Background: an optimization exercise with open tools, aiming at small area and a short achievable clock period. Do not read the settings as production practice.
In this exercise RTL edits were held to simulation tests only and were not proved equivalent to the original.
No activity file was given, so power comes from the tool's default toggle rates.

File: flow/constraint.sdc
create_clock -name core_clock -period 7.0 [get_ports {clk}]
set_input_delay 1.4000 -clock core_clock [delete_from_list [all_inputs] [get_ports {clk}]]
set_output_delay 1.4000 -clock core_clock [all_outputs]
set_load 0.01 [all_outputs]
File: flow/flow/run.sh
#!/bin/bash
# The standard layout, with the port buffers made as buf_1 cells instead of
# the buffer_ports default (a slow delay cell on this platform).
set -euo pipefail
export BUFFER_PORTS_ARGS="-buffer_cell sky130_fd_sc_hd__buf_1"
bash standard.sh > flow_standard.log 2>&1
File: flow/design.v
package fpcvt_pkg;
    localparam int FLAG_W        = 3;
    localparam int FLAG_INVALID  = 2;
    localparam int FLAG_OVERFLOW = 1;
    localparam int FLAG_INEXACT  = 0;
    localparam int FP64_BIAS = 1023;
endpackage
`timescale 1ns/10ps
module fp64_to_int64 #(
    parameter int TAG_W = 4
) (
    input  logic                          clk,
    input  logic                          load,
    input  logic [63:0]                   in_data,
    input  logic [TAG_W-1:0]              in_tag,
    output logic [63:0]                   q_word,
    output logic                          q_sign,
    output logic [fpcvt_pkg::FLAG_W-1:0]  q_flags,
    output logic [TAG_W-1:0]              q_tag
);
    logic        s;
    logic [10:0] e;
    logic [51:0] m;
    logic        m_nz;
    logic        is_nan, in_rng, shifted, sat, exact_min, below_one, at_one;
    logic [5:0]  amt;
    logic [64:0] sh [0:6];
    logic [6:0]  st;
    logic        inexact_n;
    logic [63:0] nxt_word;
    logic [fpcvt_pkg::FLAG_W-1:0] nxt_flags;
    assign s = in_data[63];
    assign e = in_data[62:52];
    assign m = in_data[51:0];
    assign m_nz = |m;
    assign is_nan    = (e == 11'h7ff) && m_nz;
    assign in_rng    = e[10] && (e[9:6] == 4'd0);
    assign shifted   = in_rng && (e[5:1] != 5'h1f);
    assign sat       = e[10] && !shifted && !is_nan;
    assign exact_min = (e == 11'd1086) && s && !m_nz;
    assign below_one = !e[10] && (e[9:0] != 10'h3ff);
    assign at_one    = !e[10] && (e[9:0] == 10'h3ff);
    assign amt   = ~e[5:0];
    assign sh[0] = {1'b1, m, 12'd0};
    assign st[0] = 1'b0;
    for (genvar j = 0; j < 6; j++) begin : g_sh
        localparam int D = 1 << (5 - j);
        assign sh[j+1] = amt[5-j] ? {{D{1'b0}}, sh[j][64:D]} : sh[j];
        assign st[j+1] = st[j] | (amt[5-j] & (|sh[j][D-1:0]));
    end
    assign inexact_n = st[6];
    always_comb begin
        nxt_word = '0;
        if (shifted) nxt_word = sh[6][63:0];
        if (at_one)  nxt_word[0] = 1'b1;
        if (sat)     nxt_word = s ? 64'h8000_0000_0000_0000 : 64'h7fff_ffff_ffff_ffff;
    end
    always_comb begin
        nxt_flags = '0;
        nxt_flags[fpcvt_pkg::FLAG_INVALID]  = is_nan;
        nxt_flags[fpcvt_pkg::FLAG_OVERFLOW] = sat && !exact_min;
        nxt_flags[fpcvt_pkg::FLAG_INEXACT]  = (below_one && ((e != 11'd0) || m_nz))
                                            || (at_one && m_nz)
                                            || (shifted && inexact_n);
    end
    always_ff @(posedge clk) begin
        if (load) begin
            q_word  <= nxt_word;
            q_sign  <= s;
            q_flags <= nxt_flags;
            q_tag   <= in_tag;
        end
    end
endmodule
`timescale 1ns/10ps
module int64_to_fp64 #(
    parameter int TAG_W = 4
) (
    input  logic                 clk,
    input  logic                 load,
    input  logic [63:0]          in_data,
    input  logic [TAG_W-1:0]     in_tag,
    output logic [63:0]          q_word,
    output logic                 q_sticky,
    output logic [TAG_W-1:0]     q_tag
);
    logic        s;
    logic [63:0] x;
    logic [63:0] d;
    logic [5:0]  lzd;
    logic [63:0] xs [0:6];
    logic        low_nz;
    logic        is_zero;
    logic        pow2neg;
    logic [10:0] exp_v, exp_n, exp_p;
    logic [63:0] nxt_word;
    assign x = in_data;
    assign s = x[63];
    assign d[0] = 1'b1;
    assign d[63:1] = x[63:1] ^ x[62:0];
    lzc64 u_lzc (.v(d), .cnt(lzd));
    assign xs[0] = x;
    for (genvar j = 0; j < 6; j++) begin : g_sh
        localparam int D = 1 << (5 - j);
        assign xs[j+1] = lzd[5-j] ? {xs[j][63-D:0], {D{1'b0}}} : xs[j];
    end
    assign low_nz  = |xs[6][9:0];
    assign is_zero = (x == 64'd0);
    assign pow2neg = s && !(|(d[63:1] & ~x[63:1]));
    assign exp_n = (lzd[5] ? (lzd[4] ? (lzd[3] ? (lzd[2] ? (lzd[1] ? (lzd[0] ? 11'd1022 : 11'd1023) : (lzd[0] ? 11'd1024 : 11'd1025)) : (lzd[1] ? (lzd[0] ? 11'd1026 : 11'd1027) : (lzd[0] ? 11'd1028 : 11'd1029))) : (lzd[2] ? (lzd[1] ? (lzd[0] ? 11'd1030 : 11'd1031) : (lzd[0] ? 11'd1032 : 11'd1033)) : (lzd[1] ? (lzd[0] ? 11'd1034 : 11'd1035) : (lzd[0] ? 11'd1036 : 11'd1037)))) : (lzd[3] ? (lzd[2] ? (lzd[1] ? (lzd[0] ? 11'd1038 : 11'd1039) : (lzd[0] ? 11'd1040 : 11'd1041)) : (lzd[1] ? (lzd[0] ? 11'd1042 : 11'd1043) : (lzd[0] ? 11'd1044 : 11'd1045))) : (lzd[2] ? (lzd[1] ? (lzd[0] ? 11'd1046 : 11'd1047) : (lzd[0] ? 11'd1048 : 11'd1049)) : (lzd[1] ? (lzd[0] ? 11'd1050 : 11'd1051) : (lzd[0] ? 11'd1052 : 11'd1053))))) : (lzd[4] ? (lzd[3] ? (lzd[2] ? (lzd[1] ? (lzd[0] ? 11'd1054 : 11'd1055) : (lzd[0] ? 11'd1056 : 11'd1057)) : (lzd[1] ? (lzd[0] ? 11'd1058 : 11'd1059) : (lzd[0] ? 11'd1060 : 11'd1061))) : (lzd[2] ? (lzd[1] ? (lzd[0] ? 11'd1062 : 11'd1063) : (lzd[0] ? 11'd1064 : 11'd1065)) : (lzd[1] ? (lzd[0] ? 11'd1066 : 11'd1067) : (lzd[0] ? 11'd1068 : 11'd1069)))) : (lzd[3] ? (lzd[2] ? (lzd[1] ? (lzd[0] ? 11'd1070 : 11'd1071) : (lzd[0] ? 11'd1072 : 11'd1073)) : (lzd[1] ? (lzd[0] ? 11'd1074 : 11'd1075) : (lzd[0] ? 11'd1076 : 11'd1077))) : (lzd[2] ? (lzd[1] ? (lzd[0] ? 11'd1078 : 11'd1079) : (lzd[0] ? 11'd1080 : 11'd1081)) : (lzd[1] ? (lzd[0] ? 11'd1082 : 11'd1083) : (lzd[0] ? 11'd1084 : 11'd1085))))));
    assign exp_p = (lzd[5] ? (lzd[4] ? (lzd[3] ? (lzd[2] ? (lzd[1] ? (lzd[0] ? 11'd1023 : 11'd1024) : (lzd[0] ? 11'd1025 : 11'd1026)) : (lzd[1] ? (lzd[0] ? 11'd1027 : 11'd1028) : (lzd[0] ? 11'd1029 : 11'd1030))) : (lzd[2] ? (lzd[1] ? (lzd[0] ? 11'd1031 : 11'd1032) : (lzd[0] ? 11'd1033 : 11'd1034)) : (lzd[1] ? (lzd[0] ? 11'd1035 : 11'd1036) : (lzd[0] ? 11'd1037 : 11'd1038)))) : (lzd[3] ? (lzd[2] ? (lzd[1] ? (lzd[0] ? 11'd1039 : 11'd1040) : (lzd[0] ? 11'd1041 : 11'd1042)) : (lzd[1] ? (lzd[0] ? 11'd1043 : 11'd1044) : (lzd[0] ? 11'd1045 : 11'd1046))) : (lzd[2] ? (lzd[1] ? (lzd[0] ? 11'd1047 : 11'd1048) : (lzd[0] ? 11'd1049 : 11'd1050)) : (lzd[1] ? (lzd[0] ? 11'd1051 : 11'd1052) : (lzd[0] ? 11'd1053 : 11'd1054))))) : (lzd[4] ? (lzd[3] ? (lzd[2] ? (lzd[1] ? (lzd[0] ? 11'd1055 : 11'd1056) : (lzd[0] ? 11'd1057 : 11'd1058)) : (lzd[1] ? (lzd[0] ? 11'd1059 : 11'd1060) : (lzd[0] ? 11'd1061 : 11'd1062))) : (lzd[2] ? (lzd[1] ? (lzd[0] ? 11'd1063 : 11'd1064) : (lzd[0] ? 11'd1065 : 11'd1066)) : (lzd[1] ? (lzd[0] ? 11'd1067 : 11'd1068) : (lzd[0] ? 11'd1069 : 11'd1070)))) : (lzd[3] ? (lzd[2] ? (lzd[1] ? (lzd[0] ? 11'd1071 : 11'd1072) : (lzd[0] ? 11'd1073 : 11'd1074)) : (lzd[1] ? (lzd[0] ? 11'd1075 : 11'd1076) : (lzd[0] ? 11'd1077 : 11'd1078))) : (lzd[2] ? (lzd[1] ? (lzd[0] ? 11'd1079 : 11'd1080) : (lzd[0] ? 11'd1081 : 11'd1082)) : (lzd[1] ? (lzd[0] ? 11'd1083 : 11'd1084) : (lzd[0] ? 11'd1085 : 11'd1086))))));
    assign exp_v = pow2neg ? exp_p : exp_n;
    assign nxt_word = {s, exp_v & {11{!is_zero}}, xs[6][61:10]};
    always_ff @(posedge clk) begin
        if (load) begin
            q_word    <= nxt_word;
            q_sticky  <= low_nz;
            q_tag     <= in_tag;
        end
    end
endmodule
module lzc64 (
    input  logic [63:0] v,
    output logic [5:0]  cnt
);
    logic [31:0] v1;  logic [0:0] c1 [0:31];
    logic [15:0] v2;  logic [1:0] c2 [0:15];
    logic [7:0]  v3;  logic [2:0] c3 [0:7];
    logic [3:0]  v4;  logic [3:0] c4 [0:3];
    logic [1:0]  v5;  logic [4:0] c5 [0:1];
    always_comb begin
        for (int i = 0; i < 32; i++) begin
            v1[i] = v[2*i+1] | v[2*i];
            c1[i] = !v[2*i+1];
        end
        for (int i = 0; i < 16; i++) begin
            v2[i] = v1[2*i+1] | v1[2*i];
            c2[i] = v1[2*i+1] ? {1'b0, c1[2*i+1]} : {1'b1, c1[2*i]};
        end
        for (int i = 0; i < 8; i++) begin
            v3[i] = v2[2*i+1] | v2[2*i];
            c3[i] = v2[2*i+1] ? {1'b0, c2[2*i+1]} : {1'b1, c2[2*i]};
        end
        for (int i = 0; i < 4; i++) begin
            v4[i] = v3[2*i+1] | v3[2*i];
            c4[i] = v3[2*i+1] ? {1'b0, c3[2*i+1]} : {1'b1, c3[2*i]};
        end
        for (int i = 0; i < 2; i++) begin
            v5[i] = v4[2*i+1] | v4[2*i];
            c5[i] = v4[2*i+1] ? {1'b0, c4[2*i+1]} : {1'b1, c4[2*i]};
        end
        cnt = v5[1] ? {1'b0, c5[1]} : {1'b1, c5[0]};
    end
endmodule
`timescale 1ns/10ps
module result_arbiter #(
    parameter int TAG_W = 4
) (
    input  logic                         clk,
    input  logic                         rst,
    input  logic                         f2i_valid,
    output logic                         f2i_ready,
    input  logic                         i2f_valid,
    output logic                         i2f_ready,
    output logic                         load0,
    output logic                         load1,
    input  logic [63:0]                  word0,
    input  logic                         sign0,
    input  logic [fpcvt_pkg::FLAG_W-1:0] flags0,
    input  logic [TAG_W-1:0]             tag0,
    input  logic [63:0]                  word1,
    input  logic                         sticky1,
    input  logic [TAG_W-1:0]             tag1,
    output logic                         res_valid,
    input  logic                         res_ready,
    output logic [63:0]                  res_data,
    output logic [fpcvt_pkg::FLAG_W-1:0] res_flags,
    output logic [TAG_W-1:0]             res_tag,
    output logic                         res_src
);
    logic held0, held1, prio, grant1;
    logic n_held0, n_held1, n_prio;
    logic take0, take1, xfer;
    logic [63:0] below0, below1;
    logic [63:0] r0, r1;
    assign res_valid = held0 | held1;
    assign res_src   = grant1;
    assign take0     = res_ready & !grant1;
    assign take1     = res_ready & grant1;
    assign f2i_ready = !held0 | take0;
    assign i2f_ready = !held1 | take1;
    assign load0     = f2i_valid & f2i_ready;
    assign load1     = i2f_valid & i2f_ready;
    assign xfer      = res_valid & res_ready;
    always_comb begin
        n_held0 = load0 | (held0 & !take0);
        n_held1 = load1 | (held1 & !take1);
        n_prio  = xfer ? !grant1 : prio;
        if (rst) begin
            n_held0 = 1'b0;
            n_held1 = 1'b0;
            n_prio  = 1'b0;
        end
    end
    always_ff @(posedge clk) begin
        held0  <= n_held0;
        held1  <= n_held1;
        prio   <= n_prio;
        grant1 <= n_held1 & (!n_held0 | n_prio);
    end
    function automatic [63:0] below_of;
        input [63:0] v;
        input        st;
        logic [63:0] p;
        p = {v[62:0], st};
        for (int l = 0; l < 6; l++) begin
            for (int i = 0; i < 64; i++) begin
                if ((i >> l) & 1)
                    p[i] = p[i] | p[((i >> l) << l) - 1];
            end
        end
        below_of = p;
    endfunction
    assign below0 = below_of(word0, 1'b0);
    assign below1 = below_of({12'd0, word1[51:0]}, sticky1);
    assign r0 = word0 ^ ({64{sign0}} & below0);
    assign r1 = {word1[63:52], word1[51:0] ^ ({52{word1[63]}} & below1[51:0])};
    assign res_data  = grant1 ? r1 : r0;
    assign res_flags = grant1 ? {2'b00, sticky1} : flags0;
    assign res_tag   = grant1 ? tag1 : tag0;
endmodule
`timescale 1ns/10ps
module fpcvt_top #(
    parameter int TAG_W = 4
) (
    input  logic                         clk,
    input  logic                         rst,
    input  logic                         f2i_valid,
    output logic                         f2i_ready,
    input  logic [63:0]                  f2i_data,
    input  logic [TAG_W-1:0]             f2i_tag,
    input  logic                         i2f_valid,
    output logic                         i2f_ready,
    input  logic [63:0]                  i2f_data,
    input  logic [TAG_W-1:0]             i2f_tag,
    output logic                         res_valid,
    input  logic                         res_ready,
    output logic [63:0]                  res_data,
    output logic [fpcvt_pkg::FLAG_W-1:0] res_flags,
    output logic [TAG_W-1:0]             res_tag,
    output logic                         res_src
);
    logic                         load0, load1;
    logic [63:0]                  word0, word1;
    logic                         sign0, sticky1;
    logic [fpcvt_pkg::FLAG_W-1:0] flags0;
    logic [TAG_W-1:0]             tag0, tag1;
    fp64_to_int64 #(.TAG_W(TAG_W)) u_f2i (
        .clk     (clk),
        .load    (load0),
        .in_data (f2i_data),
        .in_tag  (f2i_tag),
        .q_word  (word0),
        .q_sign  (sign0),
        .q_flags (flags0),
        .q_tag   (tag0)
    );
    int64_to_fp64 #(.TAG_W(TAG_W)) u_i2f (
        .clk       (clk),
        .load      (load1),
        .in_data   (i2f_data),
        .in_tag    (i2f_tag),
        .q_word    (word1),
        .q_sticky  (sticky1),
        .q_tag     (tag1)
    );
    result_arbiter #(.TAG_W(TAG_W)) u_arb (
        .clk       (clk),
        .rst       (rst),
        .f2i_valid (f2i_valid),
        .f2i_ready (f2i_ready),
        .i2f_valid (i2f_valid),
        .i2f_ready (i2f_ready),
        .load0     (load0),
        .load1     (load1),
        .word0     (word0),
        .sign0     (sign0),
        .flags0    (flags0),
        .tag0      (tag0),
        .word1     (word1),
        .sticky1   (sticky1),
        .tag1      (tag1),
        .res_valid (res_valid),
        .res_ready (res_ready),
        .res_data  (res_data),
        .res_flags (res_flags),
        .res_tag   (res_tag),
        .res_src   (res_src)
    );
endmodule
File: flow/standard.sh
#!/bin/bash
# synth_recipe.tcl (not shown) runs the flow's synth.tcl, then flattens the netlist and writes it again
# the make line also repeats each setting of config.mk as NAME=value (left out here)
make -C /OpenROAD-flow-scripts/flow DESIGN_CONFIG=/design/flow/config.mk WORK_HOME=/design/flow/orfs CLKGATE_MAP_FILE= SYNTH_SCRIPT=/design/flow/synth_recipe.tcl "${@:-finish}"
File: flow/config.mk
export PLATFORM = sky130hd
export DESIGN_NAME = fpcvt_top
export DESIGN_NICKNAME = fpcvt_top
export VERILOG_FILES = /design/flow/design.v
export SDC_FILE = /design/flow/constraint.sdc
export NUM_CORES = 4
export LEC_CHECK = 0
export ABC_AREA = 1
export CAP_MARGIN = 20
export CORE_MARGIN = 2
export CORE_UTILIZATION = 40
export SETUP_SLACK_MARGIN = 3.0
export SLEW_MARGIN = 20
==> summary.txt, run 1 <==
Status = no timing/DRC/antenna violations
Area share of the largest cell type after synthesis = 0.234
Die W = 214 um
Reg area = 4230 sq um
Vias per inst = 5.92
Drt wl/cell = 20.3 um
GR Util All Layers = 0.320
Pin count of the biggest net entering global routing = 73
CTS Buf Count = 17
Gr ovfl total = 0
Clock sink count = 142
Seq/Total Area, Yosys = 0.239
Crit path arrival time = 2.80 ns
Post-detail-place hpwl = 56,600 um
Endpoints failing setup = 0
Full die area = 45,900 sq um
RSZ-0062 raised after global routing = true
F_max = 238 MHz
Post-synth EDFFs = 138
Die Y = 214 um
Multi-input combinational cell area = 12,600 sq um
Share of cells above drive strength 1 = 0.158
Hold Path Class = reg2reg
Via Count = 22,200
Root buf cell = clkbuf_16
Worst setup SP type = flop
Worst skew pair latency = 0.43 ns
Pins Over Slew Limit = 0
Routed WL = 76,400 um
Max_cap viols = 0
PwrDens = 155 nW/um^2
Clock skew = 0.0128 ns
First-pass GRT wire length = 115,000 um
Period utilisation layout = 0.600
Core Rows = 77
Initial Utilization = 0.403
Placeable Area = 43,900 sq um
CTS tree = built
Total negative slack = 0 ns
Antenna violations before repair = 0
Post-Syn Area = 17,700 sq um
# DRC = 0
Top cell type by total area after synthesis = edfxtp_1
Worst slew pin tran = 1.07 ns
H-tree Lvls = 4
Count leader, synth = nand2_1
Reg clk slew, reported paths = 0.07 ns
Area contributors post-synth = edfxtp_1 (23%), nand2_1 (20%), nand3_1 (13%), o21ai_0 (8.9%), inv_1 (4.7%)
Ys async rst share = 0
Pleak = 0.00947 uW
Register bit total from synthesis = 142
TritonRoute pass-1 iters = 6
Rel. slew slack = 0.283
Commonest cells in the netlist = nand2_1 (931), nand3_1 (452), o21ai_0 (313), inv_1 (221), nor2_1 (158)
Clk buf depth = 2
Number of fill cells = 4,679
Routability cong. = 1.01
Setup WS pre-CTS = 1.66 ns
VDD IR max = 175 uV
Final Hold Viols = 0
Top_reg_cell synth = edfxtp_1
PortBufs = 215
Fin worst setup slack = 2.80 ns
Vias in the first global route = 19,800
Fin nets = 3,327
Synth Warn # = 11
Antenna-violating nets left = 0
Syn_nets = 3,116
Final min period = 4.20 ns
I/O pin count = 216
Critical path class = reg2out
Yosys cell types = 57
Layout area overhead = 20.2%
Cell count after synthesis = 2,938
Syn Area/Cell = 6.02 sq um
Antenna diodes = 0
CP required = 5.60 ns
Crit end category = output pin
Initial DRC Count = 2,950
Max FO, Critical Path = 6
[critical path, stage by stage, from the launching register on]
cell and delay (ns):
edfxtp_1 0.42, nor3_2 0.22, nand4_1 0.19, nor2_4 0.17, nand3_4 0.13, nor2_4 0.21, buf_12 0.15, nand2_8 0.06
o21ai_1 0.18, o21ai_0 0.12, o21ai_2 0.31, clkbuf_2 0.20
[what timing repair did]
item	4_1_cts	5_1_grt
setup endpoints to repair	176	172
buffers inserted	76	29
gates resized for setup	184	163
cloned	13	6
hold buffers	0	0
pin swaps	38	60
[registers in the layout, summed over array words and instances (netlist names)]
signal / flops
u_f2i.q_word: 64
u_arb.held1: 1
u_f2i.q_tag: 4
u_f2i.q_flags: 3
u_arb.grant1: 1
u_arb.held0: 1
u_i2f.q_tag: 4
u_i2f.q_word: 61
u_i2f.q_sticky: 1
u_f2i.q_sign: 1
u_arb.prio: 1
[routing by layer]
metal	wire length (um)	track usage	share of wire	vias up
met5	0	0	0	-
met4	2700	0.103	0.035	0
met3	8010	0.0540	0.10	169
met2	31900	0.475	0.42	1226
met1	33800	0.469	0.44	10300
li1	-	-	-	10500
[power breakdown]
group          leakage, uW  switching (uW)  internal, uW
clock             0.000275             403           503
sequential         0.00138            62.1          1040
combinational      0.00782             891           402
total              0.00947            1360          1950
[layout by cell type, fill, tap and decap left out, drive strengths merged, types with 3 or more instances in the layout]
master,netlist,layout
o221ai,29,29
clkinv,4,5
edfxtp,138,138
a21oi,119,119
or2,12,12
clkbuf,83,46
o31ai,4,4
a31oi,16,16
nor3,29,29
dfxtp,4,4
nor4,19,19
buf,88,318
nand3b,9,9
o211ai,27,27
clkinvlp,0,11
o21ai,339,341
o21a,3,3
nand2,946,950
xnor2,7,7
nand3,467,467
xor2,18,18
inv,249,253
ha,37,37
nor2,181,188
and3,3,3
a31o,3,3
mux2i,22,22
nand4,37,38
o22ai,25,25
[kinds of logic (layout without fill, tap and decap cells)]
logic type	Yosys count	in the layout	share of synthesized area
AND/OR/NAND/NOR	1707	1719	0.427
AO/OA/AOI/OAI	580	582	0.184
buffers and inverters	424	634	0.0990
flip-flops	142	142	0.239
adder cells (fa/ha/maj)	37	37	0.0262
XOR/XNOR	25	25	0.0124
multiplexers	23	23	0.0131
[metrics by stage]
step	power [uW]	area (sq um)	utilization	std cells	hold WS [ns]
global route	3480	21300	0.484	3754	0.516
detailed placement	2250	18700	0.425	3598	0.474
floorplan	1840	17700	-	2938	0.446
finish	3300	21300	0.484	3754	0.517
global placement	2240	18700	0.425	3598	0.458
CTS	3230	20500	0.467	3719	0.488
[layout make-up]
type,count,area share
clock buffers,18,0.0202
clock inverters,14,0.00694
inverters,253,0.0466
multi-input cells,2386,0.594
flip-flops and latches,142,0.199
well taps,592,0.0348
repair buffers,346,0.0984
repair inverters,3,0.000824
[final timing paths]
path / startpoint / endpoint / slack, ns / depth (start not counted)
max: u_f2i.q_word[0]$_DFFE_PP_ / res_data[42] / 2.80 / 11
min: u_arb.prio$_DFF_P_ / u_arb.prio$_DFF_P_ / 0.52 / 2
max reg2reg: u_arb.grant1$_DFF_P_ / u_i2f.q_word[39]$_DFFE_PP_ / 4.50 / 4
min reg2reg: u_arb.prio$_DFF_P_ / u_arb.prio$_DFF_P_ / 0.52 / 2
==> run 2: changes to the inputs <==
--- a/flow/config.mk
+++ b/flow/config.mk
@@ -10,4 +10,4 @@
 export CORE_MARGIN = 2
 export CORE_UTILIZATION = 40
-export SETUP_SLACK_MARGIN = 3.0
+export SETUP_SLACK_MARGIN = 2.85
 export SLEW_MARGIN = 20
==> run 2 against run 1 <==
Clock-buffer cell count unchanged. Fmax increased by 0.31%. Area after synthesis unchanged. Cell count decreased by 0.88%. Critical path depth increased by 2. Highest routed layer unchanged. Sequential power about the same. Largest power group unchanged. Global-route usage decreased by 0.77 points. Design area decreased by 2.0%. Still clean. Worst hold slack got worse by 0.0070 ns. First-iteration DRC count increased by 2.9%.
==> summary.txt, run 2 <==
Status = no timing/DRC/antenna violations
Post-detail-place hpwl = 56,600 um (unchanged)
Overall Power = 3290 uW (-0.50%)
Initial DRC Count = 3,037 (+2.9%)
Die W = 214 um (unchanged)
CTS Buf Count = 17 (unchanged)
Syn Area/Cell = 6.02 sq um (unchanged)
Post-Syn Area = 17,700 sq um (unchanged)
Placeable Area = 43,900 sq um (unchanged)
Core Rows = 77 (unchanged)
PwrDens = 158 nW/um^2 (+1.5%)
CTS tree = built
Share of cells above drive strength 1 = 0.137 (-0.0204)
Clk buf depth = 2 (unchanged)
# DRC = 0 (unchanged)
Antenna diodes = 0 (unchanged)
Post-synth EDFFs = 138 (unchanged)
Final Hold Viols = 0 (unchanged)
Gr ovfl total = 0 (unchanged)
Commonest cells in the netlist = nand2_1 (931), nand3_1 (452), o21ai_0 (313), inv_1 (221), nor2_1 (158)
Initial Utilization = 0.403 (unchanged)
Vias in the first global route = 19,500 (-1.7%)
Number of fill cells = 4,694 (+0.32%)
TritonRoute pass-1 iters = 6 (unchanged)
Reg with most FFs = u_f2i.q_word
Antenna-violating nets left = 0 (unchanged)
Fin worst setup slack = 2.81 ns (+0.0128 ns)
First-pass GRT wire length = 113,000 um (-2.1%)
Register bit total from synthesis = 142 (unchanged)
Commonest non-fill, non-tap cell in the layout = nand2_1
Fin util = 0.474 (-0.00968)
Area share of the largest cell type after synthesis = 0.234 (unchanged)
Max_cap viols = 0 (unchanged)
GR Util All Layers = 0.312 (-0.00773)
Layout area overhead = 17.8%
Fin nets = 3,294 (-0.99%)
Endpoints failing setup = 0 (unchanged)
Cell count after synthesis = 2,938 (unchanged)
I/O pin count = 216 (unchanged)
Multi-input combinational cell area = 12,500 sq um (-1.3%)
Yosys cell types = 57 (unchanged)
Full die area = 45,900 sq um (unchanged)
Critical path class = reg2out
Drt wl/cell = 20.2 um (-0.78%)
Synth Warn # = 11 (unchanged)
H-tree Lvls = 4 (unchanged)
Area contributors post-synth = edfxtp_1 (23%), nand2_1 (20%), nand3_1 (13%), o21ai_0 (8.9%), inv_1 (4.7%)
Reg clk slew, reported paths = 0.07 ns (about the same)
Total negative slack = 0 ns (unchanged)
CP required = 5.60 ns (about the same)
Top_reg_cell synth = edfxtp_1
PortBufs = 215 (unchanged)
Worst slew pin tran = 1.06 ns (-0.0107 ns)
Worst skew pair latency = 0.44 ns (about the same)
Die Y = 214 um (unchanged)
Period utilisation layout = 0.598 (-0.00183)
Reg area = 4230 sq um (unchanged)
VDD IR max = 176 uV (+0.12%)
Crit end category = output pin
Rel. slew slack = 0.291 (+0.00712)
Crit path arrival time = 2.79 ns (about the same)
Count leader, synth = nand2_1
Commonest non-fill, non-tap cells in the layout = nand2_1 (910), nand3_1 (446), o21ai_0 (271)
Pins Over Slew Limit = 0 (unchanged)
Max reg flops = 64 (unchanged)
F_max = 239 MHz (+0.31%)
Largest regs = u_f2i.q_word (64), u_i2f.q_word (61)
Routability cong. = 1.01 (unchanged)
Pin count of the biggest net entering global routing = 77 (+5.5%)
Ys async rst share = 0 (unchanged)
Syn_nets = 3,116 (unchanged)
Routed WL = 75,100 um (-1.7%)
Vias per inst = 5.89 (-0.48%)
Final min period = 4.19 ns (-0.0128 ns)
Antenna violations before repair = 0 (unchanged)
Max FO, Critical Path = 9 (+3)
Top cell type by total area after synthesis = edfxtp_1
Hold Path Class = reg2reg
Pleak = 0.00922 uW (-2.7%)
Via Count = 21,900 (-1.4%)
Worst setup SP type = flop
Clock sink count = 142 (unchanged)
Seq/Total Area, Yosys = 0.239 (unchanged)
RSZ-0062 raised after global routing = true
Clock skew = 0.0178 ns (+0.00498 ns)
Root buf cell = clkbuf_16
Setup WS pre-CTS = 1.66 ns (unchanged)
==> run 2: layout make-up <==
type / count / area share
Inverter: 253 / 0.0478
Tap cell: 592 / 0.0355
Clock buffer: 18 / 0.0206
Timing Repair inverter: 3 / 0.00102
Clock inverter: 14 / 0.00708
Multi-Input combinational cell: 2382 / 0.598
Timing Repair Buffer: 317 / 0.0872
Sequential cell: 142 / 0.203
==> run 2: logic make-up (layout without fill, tap and decap cells) <==
| kind of cell | count (synthesis) | in the layout | synth area share |
|---|---|---|---|
| AOI/OAI and AO/OA | 580 | 582 | 0.184 |
| xor gates and xnor gates | 25 | 25 | 0.0124 |
| muxes | 23 | 23 | 0.0131 |
| adders and majority gates | 37 | 37 | 0.0262 |
| DFF | 142 | 142 | 0.239 |
| buffers and inverters | 424 | 605 | 0.0990 |
| and+or+nand+nor | 1707 | 1715 | 0.427 |
==> run 2: worst max-delay path: stages, from the launching register on <==
cell,delay (ns)
edfxtp_1,0.43
nor3_2,0.21
nand4_1,0.19
nor2_4,0.17
nand3_4,0.13
nor2_4,0.21
buf_12,0.14
buf_6,0.13
nand3_1,0.07
nand2_1,0.11
a21oi_1,0.09
o21ai_1,0.17
nand2_2,0.14
buf_6,0.15
==> run 2: routing by layer <==
layer  vias up  routed length [um]  part of all wire  track usage
met5         -                   0                 0            0
met4         0                2190             0.029       0.0900
met3       131                7430             0.099       0.0454
met2      1174               31700              0.42        0.466
met1     10200               33800              0.45        0.464
li1      10400                   -                 -            -
==> run 2: power by group <==
part | internal [uW] | switching, uW | leakage, uW
Clock | 503 | 402 | 0.000275
Sequential | 1040 | 61.7 | 0.00138
Combinational | 394 | 884 | 0.00756
Total | 1940 | 1350 | 0.00922
==> run 2: what timing repair did <==
item,in CTS,in global routing
pin swaps,29,57
setup buffers,47,30
resized for setup,124,170
cloned,6,8
setup endpoints to repair,171,166
hold buffers,0,0
==> run 2: path summary, 6_finish.rpt <==
| path | start | endpoint | slack, ns | depth (start not counted) |
|---|---|---|---|---|
| setup / recovery | u_f2i.q_word[2]$_DFFE_PP_ | res_data[41] | 2.81 | 13 |
| hold / removal | u_arb.prio$_DFF_P_ | u_arb.prio$_DFF_P_ | 0.51 | 2 |
| setup reg to reg | u_arb.grant1$_DFF_P_ | u_i2f.q_word[39]$_DFFE_PP_ | 4.48 | 4 |
| hold reg to reg | u_arb.prio$_DFF_P_ | u_arb.prio$_DFF_P_ | 0.51 | 2 |
==> run 2: per-stage QoR <==
| step | cell area (sq um) | hold slack [ns] | instances |
|---|---|---|---|
| 2_1_floorplan | 17700 | 0.446 | 2938 |
| 3_3_place_gp | 18700 | 0.458 | 3598 |
| 3_5_place_dp | 18700 | 0.474 | 3598 |
| 4_1_cts | 20000 | 0.488 | 3683 |
| 5_1_grt | 20800 | 0.516 | 3721 |
| 6_report | 20800 | 0.510 | 3721 |
==> run 3: changes to the inputs <==
--- a/flow/config.mk
+++ b/flow/config.mk
@@ -9,5 +9,5 @@
 export CAP_MARGIN = 20
 export CORE_MARGIN = 2
-export CORE_UTILIZATION = 40
-export SETUP_SLACK_MARGIN = 2.85
+export CORE_UTILIZATION = 34
+export SETUP_SLACK_MARGIN = 2.7
 export SLEW_MARGIN = 20
==> run 3 against run 2 <==
Critical path depth grew 1. Largest power group unchanged. Area after synthesis is the same. Utilization shrank 7.9 points. Fmax shrank 2.6%. Setup slack lost 0.11 ns. Clock-buffer cell count shrank 1. Design area shrank 2.4%. Sequential share of layout area grew 0.50 points. Clock skew shrank 0.0085 ns.
==> summary.txt, run 3 <==
CP required = 5.60 ns (about the same)
Crit path arrival time = 2.90 ns (+0.11 ns)
Net Sw Frac = 0.411 (+0.000914)
I/O pin count = 216 (unchanged)
Combinational Power Share = 0.385 (-0.004)
Core Rows = 83 (+7.8%)
Clock skew = 0.00931 ns (-0.00849 ns)
Routed WL = 74,400 um (-0.92%)
Syn Area/Cell = 6.02 sq um (unchanged)
VDD IR max = 160 uV (-8.6%)
Commonest cells in the netlist = nand2_1 (931), nand3_1 (452), o21ai_0 (313), inv_1 (221), nor2_1 (158)
RSZ-0062 raised after global routing = true
Clock sink count = 142 (unchanged)
First-pass GRT wire length = 109,000 um (-3.4%)
Via Count = 21,400 (-2.6%)
Commonest non-fill, non-tap cells in the layout = nand2_1 (916), nand3_1 (446), o21ai_0 (280)
Die Y = 232 um (+8.3%)
CTS tree = built
Final Hold Viols = 0 (unchanged)
Total negative slack = 0 ns (unchanged)
Reg with most FFs = u_f2i.q_word
Worst skew pair latency = 0.44 ns (about the same)
PortBufs = 215 (unchanged)
Post-detail-place hpwl = 56,500 um (-0.15%)
Area share of the largest cell type after synthesis = 0.234 (unchanged)
Root buf cell = clkbuf_16
Top_reg_cell synth = edfxtp_1
Largest regs = u_f2i.q_word (64), u_i2f.q_word (61)
Clock share of power = 0.273 (-0.003)
Max FO, Critical Path = 6 (-3)
Net Sw Power = 1320 uW (-1.9%)
Crit end category = output pin
Area contributors post-synth = edfxtp_1 (23%), nand2_1 (20%), nand3_1 (13%), o21ai_0 (8.9%), inv_1 (4.7%)
Reg area = 4230 sq um (unchanged)
Antenna diodes = 0 (unchanged)
Cell count after synthesis = 2,938 (unchanged)
Drt wl/cell = 19.7 um (-2.3%)
Gr ovfl total = 0 (unchanged)
Yosys cell types = 57 (unchanged)
F_max = 233 MHz (-2.6%)
Final instance area = 20,300 sq um (-2.4%)
GR Util All Layers = 0.263 (-0.0492)
Full die area = 53,900 sq um (+17%)
Count leader, synth = nand2_1
Internal power = 1890 uW (-2.3%)
Vias per inst = 5.66 (-3.9%)
PwrDens = 158 nW/um^2 (+0.32%)
Endpoints failing setup = 0 (unchanged)
Multi-input combinational cell area = 12,200 sq um (-1.9%)
Max reg flops = 64 (unchanged)
Placeable Area = 51,400 sq um (+17%)
Clk buf depth = 2 (unchanged)
H-tree Lvls = 4 (unchanged)
Worst slew pin tran = 0.942 ns (-0.123 ns)
Ys async rst share = 0 (unchanged)
Post-synth EDFFs = 138 (unchanged)
Sequential share of power = 0.342 (+0.006)
Commonest non-fill, non-tap cell in the layout = nand2_1
Final min period = 4.30 ns (+0.112 ns)
Seq/Total Area, Yosys = 0.239 (unchanged)
Max_cap viols = 0 (unchanged)
Overall Power = 3220 uW (-2.1%)
Top cell type by total area after synthesis = edfxtp_1
Hold Path Class = reg2reg
Antenna-violating nets left = 0 (unchanged)
Rel. slew slack = 0.372 (+0.0817)
Hold_buf cts = 0 (unchanged)
Pleak = 0.00886 uW (-3.9%)
Reg clk slew, reported paths = 0.07 ns (about the same)
Pin count of the biggest net entering global routing = 73 (-5.2%)
Initial Utilization = 0.344 (-0.0585)
Post-Syn Area = 17,700 sq um (unchanged)
Critical path class = reg2out
Placed instance area = 18,800 sq um (+0.87%)
Initial DRC Count = 2,770 (-8.8%)
Number of fill cells = 5,652 (+20%)
Fin nets = 3,257 (-1.1%)
# DRC = 0 (unchanged)
Antenna violations before repair = 2 (+2)
Period utilisation layout = 0.614 (+0.0160)
Pins Over Slew Limit = 0 (unchanged)
Layout area overhead = 15.0%
Die W = 232 um (+8.3%)
Worst setup SP type = flop
Status = no timing/DRC/antenna violations
Routability cong. = 1.02 (+1.4%)
Post-route insts no fill = 3,772 (+1.4%)
Share of cells above drive strength 1 = 0.106 (-0.0310)
Synth Warn # = 11 (unchanged)
Vias in the first global route = 18,000 (-7.6%)
Register bit total from synthesis = 142 (unchanged)
Syn_nets = 3,116 (unchanged)
TritonRoute pass-1 iters = 8 (+2)
Cells after DPL = 3,691 (+2.6%)
CTS Buf Count = 17 (unchanged)
## run 3: changes by cell type in the layout (fill, tap and decap cells not counted), sizes merged, moves of 3 or more
| cell | before | now |
|---|---|---|
| inv | 254 | 251 |
| clkbuf | 52 | 37 |
| clkinv | 4 | 10 |
| buf | 283 | 265 |
| nor2 | 188 | 183 |
## run 3: final timing paths
kind	from	end	slack, ns	cells after the start
max	u_i2f.q_word[0]$_DFFE_PP_	res_data[51]	2.70	14
min	u_arb.prio$_DFF_P_	u_arb.prio$_DFF_P_	0.50	2
max reg2reg	u_arb.grant1$_DFF_P_	u_i2f.q_word[26]$_DFFE_PP_	4.54	4
min reg2reg	u_arb.prio$_DFF_P_	u_arb.prio$_DFF_P_	0.50	2
## run 3: kinds of logic (layout without fill, tap and decap cells)
kind of cell / Yosys count / count (layout) / synth area share
adders and majority gates: 37 / 37 / 0.0262
and+or+nand+nor: 1707 / 1711 / 0.427
buffers and inverters: 424 / 573 / 0.0990
AOI/OAI and AO/OA: 580 / 581 / 0.184
DFF: 142 / 142 / 0.239
muxes: 23 / 23 / 0.0131
xor gates and xnor gates: 25 / 25 / 0.0124
## run 3: critical path, stage by stage, from the launching register on
cell and delay (ns):
edfxtp_1 0.43, nor2_2 0.16, nand2_2 0.08, nor2_4 0.13
nand3_4 0.10, nor2_4 0.15, nand3_4 0.13, nor2_4 0.22
buf_4 0.15, buf_4 0.10, nand4_1 0.11, nand3_1 0.10
nand2_1 0.10, o22ai_4 0.30, buf_2 0.18
## run 3: power groups by stage
stage | Clock (uW) | Sequential (uW) | Combinational, uW
after floorplan | 0 | 1090 | 750
after global placement | 0 | 1110 | 1150
after detailed placement | 0 | 1120 | 1150
after CTS | 886 | 1100 | 1180
after global routing | 920 | 1110 | 1360
final | 879 | 1100 | 1240
## run 3: final cells by class
class | instances | area share
clock buffer | 17 | 0.0209
timing repair inverter | 3 | 0.000861
tap | 680 | 0.0418
multi-input combinational | 2377 | 0.601
clock inverter | 15 | 0.00658
timing repair buffer | 285 | 0.0725
inverter | 253 | 0.0484
sequential | 142 | 0.208
## run 3: repair_timing
item | 4_1_cts | 5_1_grt
gates resized for setup | 82 | 107
gates cloned | 2 | 6
pin swaps | 21 | 26
endpoints found under the setup margin | 151 | 162
buffers inserted | 21 | 20
## run 3: metal layers
| metal | track usage | wire length (um) | vias up |
|---|---|---|---|
| met3 | 0.0322 | 7310 | 118 |
| met4 | 0.0707 | 2000 | 0 |
| met1 | 0.396 | 33400 | 9805 |
| met5 | 0 | 0 | - |
| li1 | - | - | 10300 |
| met2 | 0.390 | 31700 | 1118 |
## run 3: per-stage QoR
stage	hold WS (ns)	setup slack, ns	util
final	0.497	2.70	0.396
after global routing	0.514	2.55	0.396
after CTS	0.492	2.64	0.386
after detailed placement	0.477	1.62	0.366
after global placement	0.463	1.67	0.366
after floorplan	0.446	3.14	-
==> run 4: changes to the inputs <==
--- a/flow/config.mk
+++ b/flow/config.mk
@@ -9,5 +9,5 @@
 export CAP_MARGIN = 20
 export CORE_MARGIN = 2
-export CORE_UTILIZATION = 34
+export CORE_UTILIZATION = 50
 export SETUP_SLACK_MARGIN = 2.7
 export SLEW_MARGIN = 20
==> run 4 against run 3 <==
Area after synthesis unchanged. Sequential cell count is the same. Die area fell by 32%. Critical path type unchanged.
==> summary.txt, run 4 <==
Commonest non-fill, non-tap cells in the layout = nand2_1 (918), nand3_1 (449), o21ai_0 (290)
Cell count after synthesis = 2,938 (unchanged)
Largest regs = u_f2i.q_word (64), u_i2f.q_word (61)
Die Y = 192 um (-17%)
Hold Path Class = reg2reg
Share of cells above drive strength 1 = 0.0985 (-0.00793)
WHS Path Cells = 2 (unchanged)
VDD IR max = 163 uV (+1.6%)
Post-synth EDFFs = 138 (unchanged)
Max_cap viols = 0 (unchanged)
Final instance area = 20,000 sq um (-1.9%)
Max reg flops = 64 (unchanged)
Antenna violations before repair = 1 (-1)
Pins Over Slew Limit = 0 (unchanged)
Post-detail-place hpwl = 55,900 um (-1.1%)
Critical path class = reg2out
Via Count = 21,900 (+2.6%)
Crit end category = output pin
Root buf cell = clkbuf_16
Initial DRC Count = 3,270 (+18%)
CTS Buf Count = 17 (unchanged)
Endpoints failing setup = 0 (unchanged)
Layout area overhead = 12.8%
R2R Setup Slk = 4.08 ns (-0.46 ns)
Commonest non-fill, non-tap cell in the layout = nand2_1
Syn Area/Cell = 6.02 sq um (unchanged)
First-pass GRT wire length = 110,000 um (+0.55%)
Vias in the first global route = 18,900 (+5.2%)
Cells after DPL = 3,460 (-6.3%)
H-tree Lvls = 4 (unchanged)
Total negative slack = 0 ns (unchanged)
Routability cong. = 1.05 (+2.7%)
GR Util All Layers = 0.388 (+0.125)
PortBufs = 215 (unchanged)
Count leader, synth = nand2_1
Vias per inst = 6.18 (+9.2%)
Yosys cell types = 57 (unchanged)
Ys async rst share = 0 (unchanged)
Reg with most FFs = u_f2i.q_word
Area contributors post-synth = edfxtp_1 (23%), nand2_1 (20%), nand3_1 (13%), o21ai_0 (8.9%), inv_1 (4.7%)
# DRC = 0 (unchanged)
Register bit total from synthesis = 142 (unchanged)
F_max = 228 MHz (-2.1%)
CTS tree = built
Worst slew pin tran = 1.07 ns (+0.130 ns)
Final min period = 4.39 ns (+0.0909 ns)
Clock sink count = 142 (unchanged)
Antenna-violating nets left = 0 (unchanged)
Period utilisation layout = 0.627 (+0.0130)
Rel. slew slack = 0.285 (-0.0869)
FF-to-FF Start = u_arb.grant1$_DFF_P_
Worst skew pair latency = 0.43 ns (about the same)
Post-Syn Area = 17,700 sq um (unchanged)
Core Rows = 68 (-18%)
Synth Warn # = 11 (unchanged)
Die W = 192 um (-17%)
Pin count of the biggest net entering global routing = 73 (unchanged)
Routed WL = 73,900 um (-0.67%)
Reg2reg end = u_f2i.q_flags[0]$_DFFE_PP_
Final Hold Viols = 0 (unchanged)
Crit path arrival time = 2.99 ns (+0.09 ns)
Reg clk slew, reported paths = 0.07 ns (about the same)
Antenna diodes = 0 (unchanged)
Placeable Area = 34,700 sq um (-32%)
Full die area = 36,900 sq um (-32%)
Seq/Total Area, Yosys = 0.239 (unchanged)
RSZ-0062 raised after global routing = true
Hold_buf cts = 0 (unchanged)
Post-route insts no fill = 3,542 (-6.1%)
Max FO, Critical Path = 6 (unchanged)
Top cell type by total area after synthesis = edfxtp_1
Critical Path End = res_data[44]
PwrDens = 164 nW/um^2 (+3.4%)
Status = no timing/DRC/antenna violations
I/O pin count = 216 (unchanged)
CP required = 5.60 ns (about the same)
Worst reg2reg path depth = 6 (+2)
TritonRoute pass-1 iters = 6 (-2)
Gr ovfl total = 0 (unchanged)
Placed instance area = 18,500 sq um (-1.8%)
Commonest cells in the netlist = nand2_1 (931), nand3_1 (452), o21ai_0 (313), inv_1 (221), nor2_1 (158)
Fin nets = 3,252 (-0.15%)
Area share of the largest cell type after synthesis = 0.234 (unchanged)
Clock skew = 0.00801 ns (-0.00129 ns)
Top_reg_cell synth = edfxtp_1
Pleak = 0.00884 uW (-0.16%)
Initial Utilization = 0.510 (+0.165)
Syn_nets = 3,116 (unchanged)
Drt wl/cell = 20.9 um (+5.8%)
Worst setup SP type = flop
Worst Setup SP = u_f2i.q_word[0]$_DFFE_PP_
Clk buf depth = 2 (unchanged)
-- run 4: cells by family (layout without fill, tap and decap cells) --
family | count (synthesis) | after routing | share of synthesized area
buffers and inverters | 424 | 562 | 0.0990
muxes | 23 | 23 | 0.0131
AOI/OAI and AO/OA | 580 | 582 | 0.184
and+or+nand+nor | 1707 | 1716 | 0.427
xor gates and xnor gates | 25 | 25 | 0.0124
adders and majority gates | 37 | 37 | 0.0262
DFF | 142 | 142 | 0.239
-- run 4: critical path: stages (launching register included) --
cell and delay [ns]:
edfxtp_1 0.48, nor3_2 0.26, nand4_1 0.21, nor2_4 0.21, nand3_4 0.14, nor2_4 0.26, nand2_2 0.12, nand2_2 0.11
o21ai_4 0.09, o21ai_1 0.16, nand2_1 0.10, o21ai_2 0.22, buf_2 0.17
-- run 4: area by class of cell --
class                      instances  area (sq um)
clock buffer                      17           425
sequential                       142          4230
clock inverter                    15           203
timing repair inverter             3          17.5
multi-input combinational       2383         12200
inverter                         253           985
fill                            3605         14800
tap                              455           569
timing repair buffer             274          1320
-- run 4: metrics by stage --
step / hold WS, ns / setup WS, ns / utilization / power, uW
floorplan: 0.446 / 3.14 / - / 1840
global placement: 0.464 / 1.69 / 0.532 / 2230
detailed placement: 0.474 / 1.59 / 0.532 / 2240
CTS: 0.490 / 2.64 / 0.560 / 3190
global route: 0.552 / 2.54 / 0.575 / 3420
finish: 0.489 / 2.61 / 0.575 / 3260
-- run 4: what timing repair did --
action / 4_1_cts / 5_1_grt
buffers inserted: 14 / 21
pin swaps: 11 / 25
cloned: 7 / 7
endpoints found under the setup margin: 156 / 159
resized for setup: 47 / 113
-- run 4: power breakdown --
part	switching, uW	internal (uW)
registers	65.9	1040
clock network	421	518
logic	864	354
-- run 4: worst min path at each step --
stage / startpoint / end / slack [ns]
finish: u_arb.prio$_DFF_P_ / u_arb.prio$_DFF_P_ / 0.49
global route: u_arb.prio$_DFF_P_ / u_arb.prio$_DFF_P_ / 0.55
CTS: u_arb.prio$_DFF_P_ / u_arb.prio$_DFF_P_ / 0.49
detailed placement: u_arb.prio$_DFF_P_ / u_arb.prio$_DFF_P_ / 0.47
global placement: u_arb.prio$_DFF_P_ / u_arb.prio$_DFF_P_ / 0.46
floorplan: u_arb.prio$_DFF_P_ / u_arb.prio$_DFF_P_ / 0.45
-- run 4: layer usage --
layer	track usage	part of all wire	vias up
met3	0.0769	0.12	200
li1	-	-	10300
met4	0.174	0.047	2
met1	0.565	0.43	9914
met2	0.548	0.40	1497
met5	0	0.00016	-
==> run 5: changes to the inputs <==
--- a/flow/config.mk
+++ b/flow/config.mk
@@ -9,5 +9,5 @@
 export CAP_MARGIN = 20
 export CORE_MARGIN = 2
-export CORE_UTILIZATION = 50
+export CORE_UTILIZATION = 55
 export SETUP_SLACK_MARGIN = 2.7
 export SLEW_MARGIN = 20
==> run 5 against run 4 <==
Worst hold slack improved by 0.016 ns. Design area about the same. Non-clock buffer count decreased by 2. Still clean on timing, DRC and antenna.
==> summary.txt, run 5 <==
Status = no timing/DRC/antenna violations
Full die area = 33,600 sq um (-8.9%)
Count leader, synth = nand2_1
Die Y = 183 um (-4.6%)
Placeable Area = 31,600 sq um (-8.9%)
Initial Utilization = 0.559 (+0.0496)
Combinational Power Share = 0.389 (+0.016)
Commonest cells in the netlist = nand2_1 (931), nand3_1 (452), o21ai_0 (313), inv_1 (221), nor2_1 (158)
Total negative slack = 0 ns (unchanged)
Sequential share of power = 0.346 (+0.007)
I/O pin count = 216 (unchanged)
Gr ovfl total = 0 (unchanged)
Post-detail-place hpwl = 54,300 um (-2.8%)
Commonest non-fill, non-tap cells in the layout = nand2_1 (916), nand3_1 (447), o21ai_0 (293)
Post-synthesis xor/xnor area fraction = 0.0124 (unchanged)
Core Rows = 65 (-4.4%)
Syn Area/Cell = 6.02 sq um (unchanged)
Antenna violations before repair = 3 (+2)
Rel. slew slack = 0.284 (-0.00149)
Share of cells above drive strength 1 = 0.0994 (+0.000940)
Clock sink count = 142 (unchanged)
Cell count after synthesis = 2,938 (unchanged)
Hold_buf cts = 0 (unchanged)
Worst-path cell chain = buf_1 -> inv_2 -> ha_1 -> inv_1 -> nand3_1 -> inv_1 -> nand2_2 -> nor2_4 -> nand2_4 -> nor2_2 -> nand2_1 -> nand3_1 -> nand3_1 -> nand3_1 -> nand3_1 -> nand2_1
Worst skew pair latency = 0.43 ns (about the same)
CTS tree = built
Net Sw Frac = 0.416 (+0.00183)
Pins Over Slew Limit = 0 (unchanged)
Overall Power = 3200 uW (-1.8%)
Initial DRC Count = 3,949 (+21%)
Max FO, Critical Path = 22 (+16)
VDD IR max = 150 uV (-7.8%)
Max_cap viols = 0 (unchanged)
First-pass GRT wire length = 109,000 um (-0.52%)
Period utilisation layout = 0.612 (-0.0150)
Worst slew pin tran = 1.07 ns (+0.00224 ns)
Critical path class = in2reg
Largest family of logic cells by synthesized area = simple AND/OR/NAND/NOR gates
Ys async rst share = 0 (unchanged)
Internal power = 1870 uW (-2.1%)
Worst setup SP type = input pin
Top_reg_cell synth = edfxtp_1
Seq/Total Area, Yosys = 0.239 (unchanged)
Area share of the largest cell type after synthesis = 0.234 (unchanged)
Post-Syn Area = 17,700 sq um (unchanged)
Area contributors post-synth = edfxtp_1 (23%), nand2_1 (20%), nand3_1 (13%), o21ai_0 (8.9%), inv_1 (4.7%)
Yosys cell types = 57 (unchanged)
Layout area overhead = 12.9% (about the same)
Clock share of power = 0.265 (-0.023)
Commonest non-fill, non-tap cell in the layout = nand2_1
Root buf cell = clkbuf_16
PwrDens = 160 nW/um^2 (-1.9%)
GR Util All Layers = 0.417 (+0.0291)
Largest incremental delay on the critical path = 0.79 ns (+0.31 ns)
TritonRoute pass-1 iters = 7 (+1)
Hold Path Class = reg2reg
Clk buf depth = 2 (unchanged)
Syn_nets = 3,116 (unchanged)
Slowest-stage cell, CP = nor2_2
Pleak = 0.00881 uW (-0.36%)
RSZ-0062 raised after global routing = true
Final min period = 4.29 ns (-0.105 ns)
Crit path top cell by count = nand3_1
Compound-Gate Fraction of Synth Area = 0.184 (unchanged)
Post-synth EDFFs = 138 (unchanged)
Net Sw Power = 1330 uW (-1.4%)
H-tree Lvls = 4 (unchanged)
Antenna-violating nets left = 0 (unchanged)
Top cell type by total area after synthesis = edfxtp_1
Crit path arrival time = 4.56 ns (+1.57 ns)
Max reg flops = 64 (unchanged)
Simple-gate share of the synthesized area = 0.427 (unchanged)
CTS Buf Count = 17 (unchanged)
Register bit total from synthesis = 142 (unchanged)
Routed WL = 74,100 um (+0.20%)
Reg clk slew, reported paths = 0.07 ns (about the same)
Crit end category = flop
Pin count of the biggest net entering global routing = 73 (unchanged)
Drt wl/cell = 21.2 um (+1.6%)
Routability cong. = 1.11 (+5.6%)
F_max = 233 MHz (+2.4%)
Clock skew = 0.0159 ns (+0.00784 ns)
Multiplexer share of the synthesized area = 0.0131 (unchanged)
PortBufs = 215 (unchanged)
Largest regs = u_f2i.q_word (64), u_i2f.q_word (61)
R2R Setup Slk = 4.48 ns (+0.40 ns)
Endpoints failing setup = 0 (unchanged)
Via Count = 22,600 (+3.3%)
Vias in the first global route = 19,200 (+1.6%)
Synth Warn # = 11 (unchanged)
Post-synthesis adder-cell area fraction = 0.0262 (unchanged)
Fin nets = 3,253 (+0.031%)
CP required = 7.28 ns (+1.68 ns)
# DRC = 0 (unchanged)
Vias per inst = 6.48 (+4.8%)
Final Hold Viols = 0 (unchanged)
Reg with most FFs = u_f2i.q_word
Die W = 183 um (-4.6%)
==> run 5: cell counts after synthesis <==
No cell type changed its count.
==> run 5: metrics by stage <==
step	setup slack (ns)	std cells	instance area, sq um	hold slack (ns)	utilization
finish	2.71	3492	20000	0.505	0.631
global route	2.60	3490	20000	0.532	0.631
CTS	2.67	3454	19300	0.496	0.610
detailed placement	1.50	3404	18400	0.478	0.581
global placement	1.59	3404	18400	0.460	0.581
floorplan	3.14	2938	17700	0.446	-
==> run 5: layer usage <==
metal,up-vias,GRT usage,wire length [um]
li1,10300,-,-
met1,10100,0.598,29500
met2,1895,0.584,29600
met3,345,0.103,10700
met4,2,0.195,4180
met5,-,0,17
==> run 5: power by group through the flow <==
stage / logic [uW] / registers, uW / clock network (uW)
after floorplan: 750 / 1090 / 0
after detailed placement: 1110 / 1120 / 0
final: 1240 / 1110 / 850
after global placement: 1090 / 1120 / 0
after global routing: 1350 / 1110 / 888
after CTS: 1130 / 1100 / 851
==> run 5: final timing paths <==
path,startpoint,to,cells after the start
worst max-delay path,i2f_data[56],u_i2f.q_word[36]$_DFFE_PP_,16
worst max register to register,u_arb.grant1$_DFF_P_,u_f2i.q_word[32]$_DFFE_PP_,5
worst min register to register,u_arb.prio$_DFF_P_,u_arb.prio$_DFF_P_,2
worst min-delay path,u_arb.prio$_DFF_P_,u_arb.prio$_DFF_P_,2
==> run 5: repair_timing <==
action	in CTS	in global routing
cloned	7	12
endpoints found under the setup margin	161	169
buffers inserted	11	24
gates resized for setup	48	117
pin swaps	11	27
==> run 5: logic make-up after synthesis <==
group / after synthesis
AND/OR/NAND/NOR: 1707
XOR/XNOR: 25
multiplexers: 23
AO/OA/AOI/OAI: 580
adder cells (fa/ha/maj): 37
buffers and inverters: 424
flip-flops: 142
==> run 5: area by class of cell <==
class / instances / area [sq um]
well taps: 402 / 503
inverters: 253 / 1010
repair inverters: 3 / 17.5
multi-input cells: 2386 / 12300
flip-flops and latches: 142 / 4230
diodes: 2 / 5.00
clock inverters: 14 / 126
repair buffers: 272 / 1370
clock buffers: 18 / 429
fillers: 3018 / 11700
==> run 5: worst max-delay path, delay by kind of cell <==
kind                     cells  cell delay (ns)
AND/OR/NAND/NOR             11             2.40
buffers and inverters        4             0.43
adder cells (fa/ha/maj)      1             0.31
==> run 6: changes to the inputs <==
--- a/flow/config.mk
+++ b/flow/config.mk
@@ -9,5 +9,5 @@
 export CAP_MARGIN = 20
 export CORE_MARGIN = 2
-export CORE_UTILIZATION = 55
+export CORE_UTILIZATION = 40
 export SETUP_SLACK_MARGIN = 2.7
 export SLEW_MARGIN = 20
==> run 6 against run 5 <==
Still clean. Clock-buffer cell count did not move. Utilization fell by 17 points. Setup slack improved by 0.063 ns. Critical endpoint is now res_data[47].
==> summary.txt, run 6 <==
Max FO, Critical Path = 7 (-68%)
Syn_nets = 3,116 (unchanged)
CP required = 5.60 ns (-1.68 ns)
Syn Area/Cell = 6.02 sq um (unchanged)
CTS Buf Count = 17 (unchanged)
Placeable Area = 43,900 sq um (+39%)
Initial Utilization = 0.403 (-0.157)
Clock share of power = 0.279 (+0.014)
Register bit total from synthesis = 142 (unchanged)
Vias in the first global route = 19,300 (+0.54%)
I/O pin count = 216 (unchanged)
Simple-gate share of the synthesized area = 0.427 (unchanged)
Rel. slew slack = 0.279 (-0.00440)
Hold_buf cts = 0 (unchanged)
RSZ-0062 raised after global routing = true
GR Util All Layers = 0.310 (-0.107)
Slowest-stage cell, CP = edfxtp_1
H-tree Lvls = 4 (unchanged)
Net Sw Power = 1330 uW (-0.48%)
Worst slew pin tran = 1.08 ns (+0.00661 ns)
Clk buf depth = 2 (unchanged)
Commonest non-fill, non-tap cells in the layout = nand2_1 (921), nand3_1 (448), o21ai_0 (284)
Die W = 214 um (+17%)
Yosys cell types = 57 (unchanged)
Pins Over Slew Limit = 0 (unchanged)
Post-synthesis adder-cell area fraction = 0.0262 (unchanged)
Crit path arrival time = 2.82 ns (-1.74 ns)
Number of fill cells = 4,756 (+58%)
Post-Syn Area = 17,700 sq um (unchanged)
Internal power = 1920 uW (+2.3%)
Layout area overhead = 14.8%
# DRC = 0 (unchanged)
Clock sink count = 142 (unchanged)
Reg with most FFs = u_f2i.q_word
Largest regs = u_f2i.q_word (64), u_i2f.q_word (61)
Net Sw Frac = 0.409 (-0.00664)
Final min period = 4.22 ns (-0.0630 ns)
Commonest non-fill, non-tap cell in the layout = nand2_1
Max_cap viols = 0 (unchanged)
Core Rows = 77 (+18%)
Fin nets = 3,266 (+0.40%)
Worst skew pair latency = 0.44 ns (about the same)
Combinational Power Share = 0.381 (-0.008)
TritonRoute pass-1 iters = 9 (+2)
Drt wl/cell = 20.1 um (-5.4%)
PortBufs = 215 (unchanged)
Sequential share of power = 0.340 (-0.006)
Status = no timing/DRC/antenna violations
Full die area = 45,900 sq um (+37%)
Compound-Gate Fraction of Synth Area = 0.184 (unchanged)
Pin count of the biggest net entering global routing = 77 (+5.5%)
Total negative slack = 0 ns (unchanged)
Post-detail-place hpwl = 56,600 um (+4.2%)
Via Count = 21,600 (-4.4%)
Gr ovfl total = 0 (unchanged)
VDD IR max = 172 uV (+15%)
Critical path class = reg2out
Largest family of logic cells by synthesized area = simple AND/OR/NAND/NOR gates
Initial DRC Count = 2,793 (-29%)
Die Y = 214 um (+17%)
Crit path top cell by count = nor2_4
Endpoints failing setup = 0 (unchanged)
Final Hold Viols = 0 (unchanged)
Synth Warn # = 11 (unchanged)
Top cell type by total area after synthesis = edfxtp_1
Post-synth EDFFs = 138 (unchanged)
Area share of the largest cell type after synthesis = 0.234 (unchanged)
Clock skew = 0.0162 ns (+0.000320 ns)
Antenna diodes = 0 (-2)
Worst-path cell chain = nor2_2 -> nand2_2 -> nor2_4 -> nand3_2 -> nor2_4 -> nand3_4 -> nor2_4 -> buf_4 -> buf_4 -> nand2_1 -> nand3_1 -> nand2_1 -> o22ai_2 -> buf_1
Worst setup SP type = flop
Max reg flops = 64 (unchanged)
First-pass GRT wire length = 112,000 um (+2.8%)
F_max = 237 MHz (+1.5%)
Post-synthesis xor/xnor area fraction = 0.0124 (unchanged)
Area contributors post-synth = edfxtp_1 (23%), nand2_1 (20%), nand3_1 (13%), o21ai_0 (8.9%), inv_1 (4.7%)
Antenna-violating nets left = 0 (unchanged)
Vias per inst = 5.86 (-9.6%)
Pleak = 0.00893 uW (+1.3%)
Top_reg_cell synth = edfxtp_1
Share of cells above drive strength 1 = 0.107 (+0.00765)
Routed WL = 74,000 um (about the same)
Count leader, synth = nand2_1
Antenna violations before repair = 0 (-3)
Multiplexer share of the synthesized area = 0.0131 (unchanged)
Placed instance area = 18,700 sq um (+1.5%)
Cell count after synthesis = 2,938 (unchanged)
Ys async rst share = 0 (unchanged)
CTS tree = built
Reg clk slew, reported paths = 0.06 ns (about the same)
Routability cong. = 1.01 (-9.0%)
Crit end category = output pin
Root buf cell = clkbuf_16
Final instance area = 20,300 sq um (+1.7%)
PwrDens = 160 nW/um^2 (-0.60%)
Commonest cells in the netlist = nand2_1 (931), nand3_1 (452), o21ai_0 (313), inv_1 (221), nor2_1 (158)
Largest incremental delay on the critical path = 0.41 ns (-0.38 ns)
Seq/Total Area, Yosys = 0.239 (unchanged)
Hold Path Class = reg2reg
Period utilisation layout = 0.603 (-0.00900)
run 6: cell counts after synthesis:
No cell type changed its count.
run 6: power by group through the flow:
stage	clock (uW)	sequential [uW]	combinational [uW]
5_1_grt	951	1110	1360
4_1_cts	916	1100	1170
3_3_place_gp	0	1120	1120
6_report	903	1100	1230
3_5_place_dp	0	1120	1130
2_1_floorplan	0	1090	750
run 6: critical path, delay by kind of cell (launching register included):
family                 cells  cell delay [ns]
DFF                        1             0.41
AOI/OAI and AO/OA          1             0.27
buffers and inverters      3             0.50
and+or+nand+nor           10             1.22
run 6: path summary, 6_finish.rpt:
check | startpoint | slack, ns | end | depth (start not counted)
min reg2reg | u_arb.prio$_DFF_P_ | 0.50 | u_arb.prio$_DFF_P_ | 2
max | u_i2f.q_word[0]$_DFFE_PP_ | 2.78 | res_data[47] | 14
max reg2reg | u_arb.grant1$_DFF_P_ | 4.53 | u_i2f.q_word[39]$_DFFE_PP_ | 4
min | u_arb.prio$_DFF_P_ | 0.50 | u_arb.prio$_DFF_P_ | 2
run 6: timing repair:
item | in CTS | in global routing
endpoints found under the setup margin | 157 | 159
pin swaps | 16 | 33
endpoints found under the hold margin | 0 | 0
cloned | 5 | 6
setup buffers | 27 | 25
gates resized for setup | 62 | 122
run 6: layout make-up:
| type | count | area [sq um] | area share |
|---|---|---|---|
| flip-flops and latches | 142 | 4230 | 0.208 |
| clock inverters | 14 | 148 | 0.00727 |
| repair buffers | 291 | 1500 | 0.0740 |
| multi-input cells | 2381 | 12300 | 0.603 |
| repair inverters | 2 | 12.5 | 0.000616 |
| clock buffers | 18 | 429 | 0.0211 |
| inverters | 253 | 997 | 0.0491 |
| well taps | 592 | 741 | 0.0365 |
run 6: cells by family after synthesis:
| logic type | Yosys count |
|---|---|
| AOI/OAI and AO/OA | 580 |
| xor gates and xnor gates | 25 |
| adders and majority gates | 37 |
| buffers and inverters | 424 |
| DFF | 142 |
| muxes | 23 |
| and+or+nand+nor | 1707 |
run 6: per-layer routing:
| metal | wire, um | vias to the layer above | global-route usage |
|---|---|---|---|
| li1 | - | 10300 | - |
| met1 | 33600 | 10000 | 0.460 |
| met2 | 31400 | 1143 | 0.463 |
| met3 | 7110 | 122 | 0.0489 |
| met4 | 1990 | 0 | 0.0870 |
| met5 | 0 | - | 0 |
run 6: metrics by stage:
| stage | total power [uW] | hold WS [ns] | setup slack (ns) | util | cells |
|---|---|---|---|---|---|
| floorplan | 1840 | 0.446 | 3.14 | - | 2938 |
| global placement | 2240 | 0.458 | 1.78 | 0.425 | 3598 |
| detailed placement | 2250 | 0.474 | 1.66 | 0.425 | 3598 |
| CTS | 3180 | 0.488 | 2.65 | 0.449 | 3662 |
| global route | 3420 | 0.506 | 2.58 | 0.462 | 3693 |
| finish | 3240 | 0.496 | 2.78 | 0.462 | 3693 |
==> run 7: changes to the inputs <==
--- a/flow/config.mk
+++ b/flow/config.mk
@@ -9,5 +9,6 @@
 export CAP_MARGIN = 20
 export CORE_MARGIN = 2
-export CORE_UTILIZATION = 40
+export CORE_UTILIZATION = 46
+export GPL_ROUTABILITY_DRIVEN = 0
 export SETUP_SLACK_MARGIN = 2.7
 export SLEW_MARGIN = 20
==> run 7 against run 6 <==
Area after synthesis stayed put. Design area shrank 0.98%. Sequential power hardly changed. Clock skew is 0.0034 ns lower. Total power down 0.65%. Die area decreased by 13%. Critical path type unchanged. Critical path depth decreased by 2. Cell count shrank 2.5%. First-iteration DRC count rose by 0.57%.
==> summary.txt, run 7 <==
Status = no timing/DRC/antenna violations
Largest incremental delay on the critical path = 0.46 ns (+0.05 ns)
Crit end category = output pin
Commonest cells in the netlist = nand2_1 (931), nand3_1 (452), o21ai_0 (313), inv_1 (221), nor2_1 (158)
Ys async rst share = 0 (unchanged)
Worst setup SP type = flop
Placeable Area = 37,800 sq um (-14%)
Syn Area/Cell = 6.02 sq um (unchanged)
Share of cells above drive strength 1 = 0.104 (-0.00347)
Period utilisation layout = 0.621 (+0.0175)
Endpoints failing setup = 0 (unchanged)
F_max = 230 MHz (-2.8%)
Clk buf depth = 2 (unchanged)
Final instance area = 20,100 sq um (-0.98%)
Cell count after synthesis = 2,938 (unchanged)
Slowest-stage cell, CP = edfxtp_1
Syn_nets = 3,116 (unchanged)
Reg with most FFs = u_f2i.q_word
Clock skew = 0.0127 ns (-0.00343 ns)
Vias in the first global route = 18,700 (-3.1%)
R2R Setup Slk = 4.47 ns (-0.06 ns)
Antenna-violating nets left = 0 (unchanged)
Antenna violations before repair = 2 (+2)
CTS Buf Count = 17 (unchanged)
Layout area overhead = 13.7%
Top cell type by total area after synthesis = edfxtp_1
Largest regs = u_f2i.q_word (64), u_i2f.q_word (61)
# DRC = 0 (unchanged)
Commonest non-fill, non-tap cells in the layout = nand2_1 (914), nand3_1 (448), o21ai_0 (288)
Die W = 200 um (-6.6%)
Commonest non-fill, non-tap cell in the layout = nand2_1
Post-synth EDFFs = 138 (unchanged)
Top_reg_cell synth = edfxtp_1
Gr ovfl total = 0 (unchanged)
Seq/Total Area, Yosys = 0.239 (unchanged)
Core Rows = 71 (-7.8%)
I/O pin count = 216 (unchanged)
Clock sink count = 142 (unchanged)
Met2 WL = 29,400 um (-6.1%)
TritonRoute pass-1 iters = 8 (-1)
Area share of the largest cell type after synthesis = 0.234 (unchanged)
Post-Syn Area = 17,700 sq um (unchanged)
First-pass GRT wire length = 110,000 um (-2.3%)
Crit path arrival time = 2.95 ns (+0.13 ns)
Max FO, Critical Path = 5 (-2)
Drt wl/cell = 20.1 um (+0.42%)
Synth Warn # = 11 (unchanged)
Worst skew pair latency = 0.44 ns (about the same)
Fin nets = 3,254 (-0.37%)
==> run 7: path summary, 6_finish.rpt <==
path,cells after the start,end,startpoint
max,12,res_data[44],u_f2i.q_word[8]$_DFFE_PP_
min,2,u_arb.prio$_DFF_P_,u_arb.prio$_DFF_P_
max reg2reg,4,u_f2i.q_word[3]$_DFFE_PP_,u_arb.grant1$_DFF_P_
min reg2reg,2,u_arb.prio$_DFF_P_,u_arb.prio$_DFF_P_
==> run 7: power breakdown <==
part	internal, uW	leakage [uW]	switching, uW
Combinational	362	0.00720	849
Clock	506	0.000278	388
Sequential	1040	0.00138	71.7
==> run 7: final cells by class <==
cell class              count  area [sq um]
flip-flops and latches    142          4230
well taps                 511           639
clock buffers              19           443
repair buffers            274          1350
repair inverters            4          22.5
inverters                 253          1010
clock inverters            13           130
fillers                  3956         17600
multi-input cells        2384         12300
==> run 7: worst max-delay path: cells and delay by family, from the launching register on <==
| family | cells | cell delay [ns] |
|---|---|---|
| simple gates | 7 | 1.18 |
| compound gates | 3 | 0.56 |
| flops | 1 | 0.46 |
| buf+inv | 2 | 0.31 |
==> run 7: layer usage <==
layer	track usage	vias up
met2	0.492	1286
met4	0.120	2
met3	0.0600	174
met5	0	-
met1	0.524	9811
li1	-	10300
==> run 7: timing repair <==
| item | CTS | global route |
|---|---|---|
| setup buffers | 16 | 25 |
| gates resized for setup | 68 | 108 |
| pin swaps | 17 | 31 |
| cloned | 9 | 7 |
| setup endpoints to repair | 164 | 164 |
| hold buffers | 0 | 0 |
==> run 7: per-stage QoR <==
step / util / cells
6_report: 0.533 / 3600
5_1_grt: 0.533 / 3600
4_1_cts: 0.517 / 3568
3_5_place_dp: 0.490 / 3511
3_3_place_gp: 0.490 / 3511
2_1_floorplan: - / 2938
==> run 7: logic make-up after synthesis <==
group	share of synthesized area
adders and majority gates	0.0262
and+or+nand+nor	0.427
DFF	0.239
xor gates and xnor gates	0.0124
AOI/OAI and AO/OA	0.184
muxes	0.0131
buffers and inverters	0.0990

Re-timed with assumed drivers on the ports (clkbuf_16 on the clock, buf_2 on other inputs), run 7 has 2.604 ns of setup slack against 2.653 ns with ideal ports, and 2.417 ns once port delays also move by the mid clock arrival of 0.480 ns.
